This design comes from an exercise in tuning for small area, a short achievable clock period and few clock cycles per item on the open sky130 flow, not from production work. No functional check of the RTL was part of any run shown here.

==> flow/design.v (outline; a module is shown in full before it is edited, if it fits) <==
// module agpm_div: 64 lines
// module agpm_sum_tree: 856 lines
// module agpm_att_lo: 508 lines
// module agpm_att_hi: 344 lines
// module agpm_booth_s16: 30 lines
// module agpm_booth_att: 21 lines
// module adaptive_gain_pcm_mixer: 226 lines
module adaptive_gain_pcm_mixer (
  input  logic        clk,
  input  logic        rst,
  input  logic        sample_valid,
  output logic        sample_ready,
  input  logic [15:0] sample_vocal,
  input  logic [15:0] sample_music,
  input  logic        sample_last,
  output logic        result_valid,
  input  logic        result_ready,
  output logic [15:0] result_mixed,
  output logic        result_clipped,
  output logic        result_last,
  input  logic        cfg_valid,
  output logic        cfg_ready,
  input  logic [3:0]  cfg_index,
  input  logic [15:0] cfg_wdata
);
  // ...
==> flow/run.sh <==
#!/bin/bash
# synth_recipe.tcl (not shown) runs the flow's synth.tcl, then flattens the netlist and writes it again
# the make line also repeats each setting of config.mk as NAME=value (left out here)
make -C /OpenROAD-flow-scripts/flow DESIGN_CONFIG=/design/flow/config.mk WORK_HOME=/design/flow/orfs CLKGATE_MAP_FILE= SYNTH_SCRIPT=/design/flow/synth_recipe.tcl finish
==> flow/config.mk <==
export PLATFORM = sky130hd
export DESIGN_NAME = adaptive_gain_pcm_mixer
export DESIGN_NICKNAME = adaptive_gain_pcm_mixer
export VERILOG_FILES = /design/flow/design.v
export SDC_FILE = /design/flow/constraint.sdc
export NUM_CORES = 4
export LEC_CHECK = 0
export CAP_MARGIN = 20
export CORE_MARGIN = 2
export CORE_UTILIZATION = 55
export SETUP_SLACK_MARGIN = 2.5
export SLEW_MARGIN = 20
==> flow/constraint.sdc <==
create_clock -name core_clock -period 10.0 [get_ports {clk}]
set_input_delay 2.0000 -clock core_clock [delete_from_list [all_inputs] [get_ports {clk}]]
set_output_delay 2.0000 -clock core_clock [all_outputs]
set_load 0.01 [all_outputs]
==> flow_metrics.tcl, run 1 <==
set metrics [dict create \
    ys.flop_type "edfxtp_1" \
    synth_edf_count 266 \
    crit_fanout 23 \
    synth_top_family_by_area "adder cells" \
    finalCritPeriodShare 0.699 \
    final-clk-cell-share 0.0333 \
    grt_overflow_total 0 \
    grt_max_degree 74 \
    synth.distinct_cells 90 \
    synthAdderAreaFrac 0.281 \
    critPathMaxStageDelay_ns 0.58 \
    portBuffers 77 \
    initial_core_util 0.557 \
    setup_tns_ns 0 \
    sh_seq_area 0.220 \
    clk_pin_slew_worst_paths_ns 0.06 \
    vias 31500 \
    seq_cell_count 371 \
    dr_wl_met3_um 5580 \
    synthMostInstantiatedCell "inv_1" \
    r2r-end "s4_l[40]$_DFFE_PP_" \
    nets 5052 \
    synth_compound_area_frac 0.163 \
    met2_usage 0.467 \
    tightest_slew_ns 1.06 \
    status "complete, no violations" \
    cp-endpoint "s4_l[40]$_DFFE_PP_" \
    finalClockSkew_ns 0.0486 \
]
==> module agpm_div, before the edit <==
module agpm_div #(
  parameter int STEPS = 3
) (
  input  logic              clk,
  input  logic              rst,
  input  logic              go,          
  input  logic              neg,         
  input  logic [DIV_W-1:0]  d,           
  output logic              busy,
  output logic              done,        
  output logic [QUO_W-1:0]  q
);
  localparam int NCYC = (QUO_W + STEPS - 1) / STEPS;
  localparam int T    = NCYC * STEPS;    
  localparam int E    = T - QUO_W;       
  logic [DIV_W-1:0] dr;
  logic [DIV_W-1:0] rem;
  logic [T-1:0]     dq;                  
  logic [3:0]       cnt;
  logic [DIV_W-1:0] rem_n;
  logic [T-1:0]     dq_n;
  logic [T-1:0]     dq_init;
  logic [15:0]      n_init;
  assign n_init  = neg ? 16'd32768 : 16'd32767;
  assign dq_init = T'({n_init, 15'd0});
  always_comb begin
    logic [DIV_W:0] trial;
    rem_n = rem;
    dq_n  = dq;
    for (int i = 0; i < STEPS; i++) begin
      trial = {rem_n, dq_n[T-1]};
      if (trial >= {1'b0, dr}) begin
        rem_n = DIV_W'(trial - {1'b0, dr});
        dq_n  = {dq_n[T-2:0], 1'b1};
      end else begin
        rem_n = trial[DIV_W-1:0];
        dq_n  = {dq_n[T-2:0], 1'b0};
      end
    end
  end
  assign done = busy && cnt == 4'd1;
  assign q    = dq_n[QUO_W-1:0];
  always_ff @(posedge clk) begin
    if (rst) begin
      busy <= 1'b0;
    end else if (!busy) begin
      busy <= go;
    end else if (done) begin
      busy <= 1'b0;
    end
  end
  always_ff @(posedge clk) begin
    if (!busy) begin
      dr  <= d;
      rem <= DIV_W'(n_init >> E);
      dq  <= dq_init;
      cnt <= 4'(NCYC);
    end else begin
      rem <= rem_n;
      dq  <= dq_n;
      cnt <= cnt - 4'd1;
    end
  end
endmodule
==> module adaptive_gain_pcm_mixer, before the edit <==
module adaptive_gain_pcm_mixer (
  input  logic        clk,
  input  logic        rst,
  input  logic        sample_valid,
  output logic        sample_ready,
  input  logic [15:0] sample_vocal,
  input  logic [15:0] sample_music,
  input  logic        sample_last,
  output logic        result_valid,
  input  logic        result_ready,
  output logic [15:0] result_mixed,
  output logic        result_clipped,
  output logic        result_last,
  input  logic        cfg_valid,
  output logic        cfg_ready,
  input  logic [3:0]  cfg_index,
  input  logic [15:0] cfg_wdata
);
  logic [GAIN_W-1:0] music_gain;
  logic [GAIN_W-1:0] vocal_gain;
  logic                s1_valid;
  logic [23:0]         s1_vocal_c;
  logic [23:0]         s1_music_c;
  logic                s1_last;
  logic                s2_valid;
  logic [SUM_W-1:0]    s2_ra;
  logic [SUM_W-1:0]    s2_rb;
  logic                s2_last;
  logic                s3_valid;
  logic                s3_sgn;
  logic [31:0]         s3_x;
  logic                s3_last;
  logic                s4_valid;
  logic                s4_replay;    
  logic                s4_sgn;
  logic [31:0]         s4_x;
  logic [42:0]         s4_l;
  logic [11:0]         s4_hc;
  logic                s4_last;
  logic                out_valid;
  logic [15:0]         out_mag;
  logic                out_neg;
  logic                out_pos_clip;
  logic                out_neg_clip;
  logic                out_last;
  logic [15:0]         attenuation;
  logic [14:0]         att_c;
  logic                div_busy;
  logic                div_done;
  logic [QUO_W-1:0]    div_q;
  logic                rec_pend;
  logic out_free, adv, s5_take, replay_go, s4_new;
  assign out_free     = ~out_valid | result_ready;
  assign adv          = out_free & ~div_busy & ~rec_pend & ~s4_replay;
  assign s5_take      = adv & s4_valid;
  assign replay_go    = s4_replay & ~div_busy & ~rec_pend;
  assign s4_new       = adv & s3_valid;
  assign sample_ready = adv;
  assign cfg_ready    = 1'b1;
  logic [15:0] out_sat;
  assign out_sat        = out_pos_clip ? 16'h7fff : out_neg_clip ? 16'h8000 : out_mag;
  assign result_valid   = out_valid;
  assign result_mixed   = (out_sat ^ {16{out_neg}}) + {15'd0, out_neg};
  assign result_clipped = out_pos_clip | out_neg_clip;
  assign result_last    = out_last;
  always_ff @(posedge clk) begin
    if (rst) begin
      music_gain <= GAIN_RESET;
      vocal_gain <= GAIN_RESET;
    end else if (cfg_valid) begin
      if (cfg_index == 4'd0) begin
        music_gain <= cfg_wdata;
      end else if (cfg_index == 4'd1) begin
        vocal_gain <= cfg_wdata;
      end
    end
  end
  always_ff @(posedge clk) begin
    if (rst) begin
      s1_valid <= 1'b0;
      s2_valid <= 1'b0;
      s3_valid <= 1'b0;
    end else if (adv) begin
      s1_valid <= sample_valid;
      s2_valid <= s1_valid;
      s3_valid <= s2_valid;
    end
  end
  logic [23:0] vocal_c;
  logic [23:0] music_c;
  agpm_booth_s16 u_enc_v (.y (sample_vocal), .c (vocal_c));
  agpm_booth_s16 u_enc_m (.y (sample_music), .c (music_c));
  always_ff @(posedge clk) begin
    if (adv) begin
      s1_vocal_c <= vocal_c;
      s1_music_c <= music_c;
      s1_last    <= sample_last;
    end
  end
  logic [SUM_W-1:0] sum_ra;
  logic [SUM_W-1:0] sum_rb;
  agpm_sum_tree u_sum (
    .mc (s1_music_c),
    .vc (s1_vocal_c),
    .gm (music_gain),
    .gv (vocal_gain),
    .ra (sum_ra),
    .rb (sum_rb)
  );
  always_ff @(posedge clk) begin
    if (adv) begin
      s2_ra   <= sum_ra;
      s2_rb   <= sum_rb;
      s2_last <= s1_last;
    end
  end
  logic [SUM_W-1:0] sum;
  assign sum = s2_ra + s2_rb;
  always_ff @(posedge clk) begin
    if (adv) begin
      s3_sgn  <= sum[SUM_W-1];
      s3_x    <= sum[31:0] ^ {32{sum[SUM_W-1]}};
      s3_last <= s2_last;
    end
  end
  logic        s4_in_sgn;
  logic [31:0] s4_in_x;
  logic [42:0] att_l;
  logic [11:0] att_hc;
  assign s4_in_sgn = s4_replay ? s4_sgn : s3_sgn;
  assign s4_in_x   = s4_replay ? s4_x : s3_x;
  agpm_att_lo u_mul_lo (
    .x   (s4_in_x),
    .s   (s4_in_sgn),
    .att (attenuation),
    .ac  (att_c),
    .l   (att_l),
    .hc  (att_hc)
  );
  always_ff @(posedge clk) begin
    if (rst) begin
      s4_valid  <= 1'b0;
      s4_replay <= 1'b0;
    end else if (replay_go) begin
      s4_replay <= 1'b0;
    end else if (adv) begin
      s4_valid  <= s3_valid;
      s4_replay <= s3_valid & s4_valid & (clip_pos | clip_neg);
    end
  end
  always_ff @(posedge clk) begin
    if (adv | replay_go) begin
      s4_sgn  <= s4_in_sgn;
      s4_x    <= s4_in_x;
      s4_l    <= att_l;
      s4_hc   <= att_hc;
    end
    if (adv) begin
      s4_last <= s3_last;
    end
  end
  logic [PROD_W-1:0] prod;
  logic [DIV_W-1:0]  mag;
  logic              clip_pos;
  logic              clip_neg;
  agpm_att_hi u_mul_hi (
    .x  (s4_x),
    .l  (s4_l),
    .hc (s4_hc),
    .p  (prod)
  );
  assign mag      = prod[PROD_W-1:PROD_SHIFT];
  assign clip_pos = ~s4_sgn & (|mag[DIV_W-1:15]);
  assign clip_neg = s4_sgn & ((|mag[DIV_W-1:16]) | (mag[15] & (|mag[14:0])));
  always_ff @(posedge clk) begin
    if (rst) begin
      out_valid <= 1'b0;
    end else if (out_free) begin
      out_valid <= s5_take;
    end
  end
  always_ff @(posedge clk) begin
    if (s5_take) begin
      out_mag      <= mag[15:0];
      out_neg      <= s4_sgn;
      out_pos_clip <= clip_pos;
      out_neg_clip <= clip_neg;
      out_last     <= s4_last;
    end
  end
  logic [15:0] att_rec;
  logic [15:0] att_next;
  logic [14:0] att_next_c;
  assign att_rec = attenuation + ((UNITY_Q15 - attenuation) >> RECOVERY_SHIFT);
  always_comb begin
    if (div_done) begin
      att_next = {1'b0, div_q};
    end else if ((adv & s3_valid) | replay_go | rec_pend) begin
      att_next = att_rec;
    end else begin
      att_next = attenuation;
    end
  end
  agpm_booth_att u_enc_att (.y (att_next), .c (att_next_c));
  always_ff @(posedge clk) begin
    if (rst) begin
      attenuation <= UNITY_Q15;
      att_c       <= 15'b100_000_000_000_000;    
      rec_pend    <= 1'b0;
    end else begin
      attenuation <= att_next;
      att_c       <= att_next_c;
      rec_pend    <= div_done;
    end
  end
  agpm_div #(.STEPS(2)) u_div (
    .clk  (clk),
    .rst  (rst),
    .go   (s5_take & (clip_pos | clip_neg)),
    .neg  (s4_sgn),
    .d    (mag),
    .busy (div_busy),
    .done (div_done),
    .q    (div_q)
  );
endmodule
==> run 2: changes to the inputs <==
--- a/flow/design.v
+++ b/flow/design.v
@@ -14,7 +14,5 @@
 `timescale 1ns / 1ps
 import agpm_pkg::*;
-module agpm_div #(
-  parameter int STEPS = 3
-) (
+module agpm_div (
   input  logic              clk,
   input  logic              rst,
@@ -24,36 +22,35 @@
   output logic              busy,
   output logic              done,        
-  output logic [QUO_W-1:0]  q
+  output logic [15:0]       att_out
 );
-  localparam int NCYC = (QUO_W + STEPS - 1) / STEPS;
-  localparam int T    = NCYC * STEPS;    
-  localparam int E    = T - QUO_W;       
+  localparam int NCYC = 8;
   logic [DIV_W-1:0] dr;
   logic [DIV_W-1:0] rem;
-  logic [T-1:0]     dq;                  
+  logic [QUO_W-2:0] qh;                  
   logic [3:0]       cnt;
-  logic [DIV_W-1:0] rem_n;
-  logic [T-1:0]     dq_n;
-  logic [T-1:0]     dq_init;
+  logic [DIV_W:0]   trial1;
+  logic [DIV_W:0]   trial2;
+  logic             fits1;
+  logic             fits2;
+  logic [DIV_W-1:0] rem1;
+  logic [DIV_W-1:0] rem2;
   logic [15:0]      n_init;
-  assign n_init  = neg ? 16'd32768 : 16'd32767;
-  assign dq_init = T'({n_init, 15'd0});
-  always_comb begin
-    logic [DIV_W:0] trial;
-    rem_n = rem;
-    dq_n  = dq;
-    for (int i = 0; i < STEPS; i++) begin
-      trial = {rem_n, dq_n[T-1]};
-      if (trial >= {1'b0, dr}) begin
-        rem_n = DIV_W'(trial - {1'b0, dr});
-        dq_n  = {dq_n[T-2:0], 1'b1};
-      end else begin
-        rem_n = trial[DIV_W-1:0];
-        dq_n  = {dq_n[T-2:0], 1'b0};
-      end
-    end
-  end
+  assign n_init = neg ? 16'd32768 : 16'd32767;
+  assign trial1 = {rem, 1'b0};
+  assign fits1  = trial1 >= {1'b0, dr};
+  assign rem1   = fits1 ? DIV_W'(trial1 - {1'b0, dr}) : trial1[DIV_W-1:0];
+  assign trial2 = {rem1, 1'b0};
+  assign fits2  = trial2 >= {1'b0, dr};
+  assign rem2   = fits2 ? DIV_W'(trial2 - {1'b0, dr}) : trial2[DIV_W-1:0];
+  logic [15:0] q0;
+  logic [15:0] q1;
+  logic [15:0] att_q0;
+  logic [15:0] att_q1;
+  assign q0      = {1'b0, qh, 1'b0};
+  assign q1      = {1'b0, qh, 1'b1};
+  assign att_q0  = q0 + ((UNITY_Q15 - q0) >> RECOVERY_SHIFT);
+  assign att_q1  = q1 + ((UNITY_Q15 - q1) >> RECOVERY_SHIFT);
+  assign att_out = fits1 ? att_q1 : att_q0;
   assign done = busy && cnt == 4'd1;
-  assign q    = dq_n[QUO_W-1:0];
   always_ff @(posedge clk) begin
     if (rst) begin
@@ -68,10 +65,10 @@
     if (!busy) begin
       dr  <= d;
-      rem <= DIV_W'(n_init >> E);
-      dq  <= dq_init;
+      rem <= DIV_W'(n_init);
+      qh  <= '0;
       cnt <= 4'(NCYC);
     end else begin
-      rem <= rem_n;
-      dq  <= dq_n;
+      rem <= rem2;
+      qh  <= {qh[QUO_W-4:0], fits1, fits2};
       cnt <= cnt - 4'd1;
     end
@@ -1889,11 +1886,10 @@
   logic                div_busy;
   logic                div_done;
-  logic [QUO_W-1:0]    div_q;
-  logic                rec_pend;
+  logic [15:0]         div_att;
   logic out_free, adv, s5_take, replay_go, s4_new;
   assign out_free     = ~out_valid | result_ready;
-  assign adv          = out_free & ~div_busy & ~rec_pend & ~s4_replay;
+  assign adv          = out_free & ~div_busy & ~s4_replay;
   assign s5_take      = adv & s4_valid;
-  assign replay_go    = s4_replay & ~div_busy & ~rec_pend;
+  assign replay_go    = s4_replay & ~div_busy;
   assign s4_new       = adv & s3_valid;
   assign sample_ready = adv;
@@ -2036,6 +2032,6 @@
   always_comb begin
     if (div_done) begin
-      att_next = {1'b0, div_q};
-    end else if ((adv & s3_valid) | replay_go | rec_pend) begin
+      att_next = div_att;
+    end else if ((adv & s3_valid) | replay_go) begin
       att_next = att_rec;
     end else begin
@@ -2048,20 +2044,18 @@
       attenuation <= UNITY_Q15;
       att_c       <= 15'b100_000_000_000_000;    
-      rec_pend    <= 1'b0;
     end else begin
       attenuation <= att_next;
       att_c       <= att_next_c;
-      rec_pend    <= div_done;
     end
   end
-  agpm_div #(.STEPS(2)) u_div (
-    .clk  (clk),
-    .rst  (rst),
-    .go   (s5_take & (clip_pos | clip_neg)),
-    .neg  (s4_sgn),
-    .d    (mag),
-    .busy (div_busy),
-    .done (div_done),
-    .q    (div_q)
+  agpm_div u_div (
+    .clk     (clk),
+    .rst     (rst),
+    .go      (s5_take & (clip_pos | clip_neg)),
+    .neg     (s4_sgn),
+    .d       (mag),
+    .busy    (div_busy),
+    .done    (div_done),
+    .att_out (div_att)
   );
 endmodule
--- a/flow/config.mk
+++ b/flow/config.mk
@@ -9,4 +9,4 @@
 export CORE_MARGIN = 2
 export CORE_UTILIZATION = 55
-export SETUP_SLACK_MARGIN = 2.5
+export SETUP_SLACK_MARGIN = 4.0
 export SLEW_MARGIN = 20
==> flow_metrics.tcl, run 2 <==
set metrics [dict create \
    status "complete, no violations" \
    place_hpwl_um 89100 \
    wire_per_inst_um 21.6 \
    synth_common_cells "inv_1 (572), xnor2_1 (527), a22oi_1 (488)" \
    cp-startpoint "result_ready" \
    htree_levels 2 \
    yosys_warnings 2 \
    use_met3 0.0347 \
    synthMuxAreaShare 0.0237 \
    ys_ff_latch 368 \
    critPathMaxStageDelay_ns 0.67 \
    drive_gt1_frac 0.0901 \
    drt_first_pass_iters 6 \
    portBuffers 77 \
    design.core.area_mm2 0.0787 \
    io_pins 79 \
    synth.distinct_cells 81 \
    synth_cells 4530 \
    hold_violations 0 \
    area_growth_pct 9.89 \
    async_reset_ff_frac 0 \
    synthAdderAreaFrac 0.284 \
    die_w_um 285 \
    die_h_um 285 \
    finalNonFillerCells 5535 \
    r2r-end "s4_l[41]$_DFFE_PP_" \
    drv_cap 0 \
    maxSlewHeadroom 0.263 \
    critPathMostFrequentCell "clkdlybuf4s50_1" \
    grt_pass1_wl_um 186000 \
    cts_buffers 46 \
    fmax_ghz 0.170 \
    synthSimpleGateAreaFrac 0.0661 \
    hold_class "flip-flop to flip-flop" \
    clock_latency_ns 0.60 \
    clk_pin_slew_worst_paths_ns 0.06 \
    r2r-start "s4_replay$_SDFFE_PP0P_" \
    synthMostInstantiatedCell "inv_1" \
    viasPerCell 5.90 \
    critPathCaptureType "primary output" \
    drt_iter0_drc 2475 \
    cts.sinks 368 \
    tightest_slew_ns 1.10 \
    whs_ns 0.427 \
    grt-busiest-layer "met2" \
    reg_top3 "s2_ra (33), s2_rb (33), s4_l (33)" \
    crit_family "buffers and inverters" \
    rows 103 \
    rsz0062_at_grt "yes" \
    cp_cell_sequence "clkdlybuf4s50_1 -> nor2b_4 -> nor3_4 -> clkdlybuf4s50_1" \
    ys.flop_type "edfxtp_1" \
    gr-usage-all-layers 0.289 \
    synth_edf_count 266 \
    syn_area_per_cell_um2 9.62 \
    path_buf_inv 2 \
    initial_core_util 0.553 \
    netlist_area_mm2 0.0436 \
    cts-root-buf "clkbuf_16" \
    vias 32600 \
    antennaDiodeCount 0 \
    setup_viol 0 \
    synth_top_area_cell "fa_1" \
    postSynthNetCount 5315 \
    cts.path.max_buffers 3 \
    synth_top_area_frac 0.200 \
    fillers 6795 \
    period_needed_ns 5.90 \
    routabilityCongestion 0.895 \
    synth_top_family_by_area "adder cells" \
    crit_required_ns 8.00 \
    cp.depth 4 \
    finalClockSkew_ns 0.0215 \
    critical_path_class "primary input to primary output" \
    nets 5233 \
    drv_slew 0 \
    antenna_found_initial 0 \
    worst_path_max_delay_cell "clkdlybuf4s50_1" \
    layout_common_cells "inv_1 (569), xnor2_1 (525), a22oi_1 (470), fa_1 (433), ha_1 (279)" \
    reg2regPathDepth 19 \
    route.detailed.drc 0 \
    numPlacedInstances 5367 \
    grt_pass1_vias 32500 \
    ant_nets 0 \
    wl_um 119000 \
    cp-endpoint "sample_ready" \
    cts_tree "done" \
    cp-start-kind "primary input" \
    die_area_mm2 0.0815 \
    finalCritPeriodShare 0.590 \
    placed_area_mm2 0.0449 \
    crit_fanout 5 \
    crit_arrival_ns 3.90 \
    reg2reg_slack_ns 4.12 \
    grt_max_degree 76 \
    final_common_cell "inv_1" \
    ys_seq_area_frac 0.230 \
    yosys-top-cells-area "fa_1 (20%), edfxtp_1 (18%), xnor2_1 (11%)" \
    synth_xor_area_frac 0.150 \
    grt_overflow_total 0 \
    final_area_mm2 0.0479 \
    grt_use_met1 0.377 \
    setup_tns_ns 0 \
    synth_compound_area_frac 0.165 \
    met2_usage 0.492 \
]
run 2: cell types whose count changed after synthesis, sizes merged, moves of 16 or more:
cell,previous run,this run
nor2,157,185
xor2,192,219
a21oi,169,192
ha,274,292
inv,558,576
nand3,46,29
and2,45,29
run 2: through the flow:
| stage | utilization | worst slack, ns |
|---|---|---|
| 3_5_place_dp | 0.570 | 3.28 |
| 2_1_floorplan | - | 2.23 |
| 3_3_place_gp | 0.570 | 3.36 |
| 5_1_grt | 0.608 | 3.90 |
| 6_report | 0.608 | 4.10 |
| 4_1_cts | 0.595 | 3.90 |
run 2: worst min path at each step:
stage	from	to	slack, ns	depth (start not counted)
6_report	s2_last$_DFFE_PP_	s3_last$_DFFE_PP_	0.43	0
5_1_grt	s1_last$_DFFE_PP_	s2_last$_DFFE_PP_	0.44	0
4_1_cts	s1_last$_DFFE_PP_	s2_last$_DFFE_PP_	0.43	0
3_5_place_dp	s1_last$_DFFE_PP_	s2_last$_DFFE_PP_	0.41	0
3_3_place_gp	s3_last$_DFFE_PP_	s4_last$_DFFE_PP_	0.40	0
2_1_floorplan	s4_last$_DFFE_PP_	out_last$_DFFE_PP_	0.40	0
run 2: metal layers:
| metal | vias to the layer above | wire [um] |
|---|---|---|
| met5 | - | 0 |
| met4 | 0 | 4460 |
| met3 | 242 | 6880 |
| met2 | 1179 | 57800 |
| met1 | 16100 | 50300 |
| li1 | 15100 | - |
run 2: logic make-up (layout without fill, tap and decap cells):
family,after synthesis,after routing
other cells,1,1
buf+inv,926,877
flops,368,368
simple gates,625,625
fa+ha+maj,727,727
compound gates,1040,1041
mux,96,99
xor+xnor,747,747
run 2: worst reg2reg max path, cell delays in order, from the launching register on:
cell and delay, ns:
dfxtp_4 0.44, clkbuf_16 0.19, mux2_4 0.37, a22oi_2 0.22, xnor2_1 0.21, fa_1 0.48, fa_1 0.52, fa_1 0.52
fa_1 0.51, ha_4 0.29, a21o_1 0.18, a21o_1 0.22, a21oi_4 0.20, a21boi_4 0.09, o21ai_4 0.22, nand2_2 0.10
a21o_1 0.23, a31o_4 0.24, a221oi_4 0.30, xnor2_1 0.11
run 2: timing repair:
| item | 4_1_cts | 5_1_grt |
|---|---|---|
| buffers inserted | 28 | 46 |
| hold buffers | 0 | 0 |
| pin swaps | 13 | 47 |
| endpoints found under the setup margin | 43 | 34 |
| gates resized for setup | 44 | 103 |
| gates cloned | 3 | 6 |
run 2: final cells by class:
type / instances / area (um2) / share of cell area
Tap cell: 1050 / 1310 / 0.0274
Timing Repair Buffer: 211 / 1980 / 0.0413
Inverter: 581 / 2200 / 0.0459
Multi-Input combinational cell: 3240 / 30900 / 0.645
Clock inverter: 23 / 195 / 0.00408
Sequential cell: 368 / 10000 / 0.210
Clock buffer: 62 / 1270 / 0.0266

==> port drivers added, routing unchanged <==
No port has a modelled driver above. Below, the same layouts with a new extraction and two added sets of constraints.
Step 1 sets driving cells, clkbuf_16 on the clock port and buf_2 on the other inputs (assumed; they add their load-dependent delay and slew).
Step 2, shift: input delay + t, output delay - t, t = (earliest + latest rising clock arrival at the registers) / 2. This alone moves slack from input paths to output paths.
Three values: ideal ports, drivers, drivers and shift; two values: the first two.
run | t, ns | setup WS [ns] | worst setup path after step 2 | slew at the worst register clock pin (ns)
run 1 | 0.668 | 3.009 / 3.009 / 3.009 | register to register | 0.06 / 0.06
run 2 | 0.663 | 4.103 / 4.080 / 4.080 | input to output | 0.06 / 0.06
After both steps every run listed still meets setup and hold. For run 2, which loses most, drivers alone change the setup slack by -0.023 ns; drivers and shift together by -0.023 ns.
